This is an optimization exercise on Yosys and OpenROAD, whose aim is small area, a short achievable clock period and few clock cycles, not a production implementation. Function was checked by simulation only, so behaviour that the tests miss may differ from the original.

Setup of before:
Design servo_angle_ramp_pwm_duty_top, start of the top module:
module servo_angle_ramp_pwm_duty_top (
	input  wire logic        clk,
	input  wire logic        arst_n,
	input  wire logic        cmd_valid,
	output logic             cmd_ready,
	input  sarpd_pkg::cmd_t  cmd,
	output logic             res_valid,
	input  wire logic        res_ready,
	output sarpd_pkg::res_t  res,
	input  wire logic        cfg_we,
	input  wire logic [2:0]  cfg_index,
	input  wire logic [15:0] cfg_data
);
	localparam logic [1:0] K_MOVE = 2'd0;
	localparam logic [1:0] K_DIS  = 2'd1;
	localparam logic [1:0] K_EN   = 2'd2;
	localparam logic [1:0] K_NOP  = 2'd3;
	localparam logic [1:0] G_IDLE = 2'd0;
	localparam logic [1:0] G_WAIT = 2'd1;
	localparam logic [1:0] G_RUN  = 2'd2;
	logic [11:0] min_q;
	logic [11:0] span_q;
	logic [9:0]  max_q;
	logic [9:0]  closed_q;
	logic [9:0]  open_q;
	logic [15:0] per_q;
	logic [15:0] per_eff;
	assign per_eff = (per_q == 16'd0) ? 16'd1 : per_q;
	always_ff @(posedge clk or negedge arst_n) begin
		if (!arst_n) begin
			min_q    <= 12'd500;
			span_q   <= 12'd2000;
			max_q    <= 10'd180;
			closed_q <= 10'd0;
			open_q   <= 10'd90;
			per_q    <= 16'd20000;
		end else if (cfg_we) begin
			case (cfg_index)
				REG_MIN_PULSE:  min_q    <= cfg_data[11:0];
				REG_PULSE_SPAN: span_q   <= cfg_data[11:0];
				REG_MAX_ANGLE:  max_q    <= cfg_data[9:0];
  ...
Size in the first run: ~4800 cells after synthesis, about 470 flip-flops, ~94 I/O pins.
Settings: LEC_CHECK=0, CAP_MARGIN=20, CORE_MARGIN=2, CORE_UTILIZATION=40, SETUP_SLACK_MARGIN=1.5, SLEW_MARGIN=20; clock period 8.0 ns.
run.sh (not shown) runs the stock make flow with config.mk's settings and CLKGATE_MAP_FILE= SYNTH_SCRIPT=/design/flow/synth_recipe.tcl, a recipe that flattens the netlist after the stock synthesis.
before completed; timing, DRC and antenna clean
Testbench counts of before, summed over its fixed seeds: cycles 19,177.
The following lists how after was set up differently from before:
-- flow/design.v --
<<< before, line 186
	logic        vI, vM, vC;
	logic [1:0]  kI, kM, kC;
	logic [9:0]  aI, aM, aC;
	logic        lastI, lastM, lastC;
	logic        rpI, rpM, rpC;
	logic [12:0] pulseM;
	logic        rejC;
	logic [1:0]  doorC;
	logic [25:0] pr2C;       
	logic [4:0]  aqM;        
>>> after, line 186
	logic        vI, vM, vC;
	logic [1:0]  kI, kM, kC;
	logic [9:0]  aI, aM;
	logic        lastI, lastM, lastC;
	logic        rpI, rpM, rpC;
	logic [12:0] pulseM;
	logic        rejC;
	logic [25:0] pr2C;       
	logic [4:0]  aqM;        
<<< before, line 200
	logic [1:0]  gen_q;
	logic [9:0]  tgt_q;
	logic        tv_q;       
	logic [4:0]  tq_q;       
	logic [5:0]  tr_q;       
	logic [9:0]  p_q;
	logic [5:0]  r_q;
>>> after, line 199
	logic [1:0]  gen_q;
	logic [9:0]  tgt_q;
	logic [9:0]  p_q;
	logic [5:0]  r_q;
<<< before, line 218
	logic        rej_m;
	logic        kill;
	logic [1:0]  door_m;
	logic [39:0] prod2;
	logic [12:0] duty_c;
>>> after, line 214
	logic        rej_m;
	logic        kill;
	logic [1:0]  door_c;
	logic [39:0] prod2;
	logic [12:0] duty_c;
<<< before, line 229
	assign kill    = vM && kM == K_MOVE && rpM && rej_m;
	logic signed [10:0] dcl, dop;
	assign dcl = $signed({1'b0, aM}) - $signed({1'b0, closed_q});
	assign dop = $signed({1'b0, aM}) - $signed({1'b0, open_q});
	always_comb begin
		if (dcl <= 11'sd5)
			door_m = DOOR_CLOSED;
		else if (dop >= -11'sd5)
			door_m = DOOR_OPEN;
		else
			door_m = DOOR_UNKNOWN;
	end
	assign prod2  = {27'd0, pulseM} * {13'd0, t_q[26:0]};
>>> after, line 225
	assign kill    = vM && kM == K_MOVE && rpM && rej_m;
	logic signed [10:0] dcl, dop;
	assign dcl = $signed({1'b0, a_pred}) - $signed({1'b0, closed_q});
	assign dop = $signed({1'b0, a_pred}) - $signed({1'b0, open_q});
	always_comb begin
		if (dcl <= 11'sd5)
			door_c = DOOR_CLOSED;
		else if (dop >= -11'sd5)
			door_c = DOOR_OPEN;
		else
			door_c = DOOR_UNKNOWN;
	end
	assign prod2  = {27'd0, pulseM} * {13'd0, t_q[26:0]};
<<< before, line 286
	assign aq_c = aq_m[15:11];
	assign ar_c = 6'(aI[5:0] - 6'(aq_c * 6'd50));
	always_ff @(posedge clk) begin
		tq_q <= tq_c;
		tr_q <= tr_c;
	end
	logic       m_move;
	logic [9:0] s_ang;
>>> after, line 282
	assign aq_c = aq_m[15:11];
	assign ar_c = 6'(aI[5:0] - 6'(aq_c * 6'd50));
	logic       m_move;
	logic [9:0] s_ang;
<<< before, line 301
	assign s_q50  = m_move ? aqM : sq_q;
	assign s_r50  = m_move ? arM : sr_q;
	assign d_r    = {1'b0, tr_q} - {1'b0, s_r50};
	assign d_q    = {1'b0, tq_q} - {1'b0, s_q50} - {5'd0, d_r[6]};
	assign d_rr   = d_r[6] ? 6'(d_r + 7'd50) : d_r[5:0];
	logic        r_c;
>>> after, line 293
	assign s_q50  = m_move ? aqM : sq_q;
	assign s_r50  = m_move ? arM : sr_q;
	assign d_r    = {1'b0, tr_c} - {1'b0, s_r50};
	assign d_q    = {1'b0, tq_c} - {1'b0, s_q50} - {5'd0, d_r[6]};
	assign d_rr   = d_r[6] ? 6'(d_r + 7'd50) : d_r[5:0];
	logic        r_c;
<<< before, line 330
	assign a_clamp = (a_raw > max_q) ? max_q : a_raw;
	logic setup_ok;
	assign setup_ok = (gen_q == G_WAIT) && tv_q && !(vI && kI == K_MOVE) && !(m_move && rej_m);
	always_ff @(posedge clk or negedge arst_n) begin
		if (!arst_n) begin
>>> after, line 322
	assign a_clamp = (a_raw > max_q) ? max_q : a_raw;
	logic setup_ok;
	assign setup_ok = (gen_q == G_WAIT) && !(vI && kI == K_MOVE) && !(m_move && rej_m);
	always_ff @(posedge clk or negedge arst_n) begin
		if (!arst_n) begin
<<< before, line 340
			sq_q   <= '0;
			sr_q   <= '0;
			tv_q   <= 1'b0;
		end else begin
			tv_q <= (gen_q == G_WAIT);
			if (adv) begin
				vC <= vM;
>>> after, line 332
			sq_q   <= '0;
			sr_q   <= '0;
		end else begin
			if (adv) begin
				vC <= vM;
<<< before, line 387
		if (adv) begin
			kC     <= kM;
			aC     <= aM;
			doorC  <= door_m;
			rejC   <= (kM == K_MOVE) && rej_m;
			lastC  <= lastM || ((kM == K_MOVE) && rej_m);
>>> after, line 377
		if (adv) begin
			kC     <= kM;
			rejC   <= (kM == K_MOVE) && rej_m;
			lastC  <= lastM || ((kM == K_MOVE) && rej_m);
<<< before, line 457
				end else begin
					res_new.duty_cmp   = duty_c;
					res_new.angle_now  = aC;
					res_new.door_state = doorC;
					res_new.enabled    = 1'b1;
					res_new.hold_ms    = (rpC && !lastC) ? hold_q : 11'd0;
>>> after, line 445
				end else begin
					res_new.duty_cmp   = duty_c;
					res_new.angle_now  = a_pred;
					res_new.door_state = door_c;
					res_new.enabled    = 1'b1;
					res_new.hold_ms    = (rpC && !lastC) ? hold_q : 11'd0;
The sequential share of layout area in after was lower than what before gave.
Comparing after and before, the lower wire length was measured on after.
Final area of after falls short of that of before by a few percent.
Of after and before, it is after that has the higher buffer count excluding the clock tree in the final layout.
after ended up with tgt_q[2] as its worst setup path startpoint; before ended up with aI[4].
Testbench counts of after, summed over its fixed seeds: cycles 19,163.

re-timing with driven ports:
The flow's constraints put no driver on any port. The routed layouts listed below were extracted and timed again, unchanged, in two steps. Step 1, drivers: a clkbuf_16 drives clk and a buf_2 each remaining input, both assumed. Step 2 also shifts input and output timing later by t, the mid clock arrival at the registers, as if the neighbouring blocks saw the same clock. Three values: no drivers, after step 1, after step 2; two values: the first two.
run | t, ns | slack for setup (ns) | latest minus earliest clock arrival (ns) | worst slew at a driven data input, ns | cell pins on the clock port's net
before | 0.683 | 1.548 / 1.548 / 1.548 | 0.019 / 0.020 | 0.17 | 1
after | 0.682 | 1.601 / 1.601 / 1.601 | 0.026 / 0.026 | 0.10 | 1
After both steps every run listed still meets setup and hold.
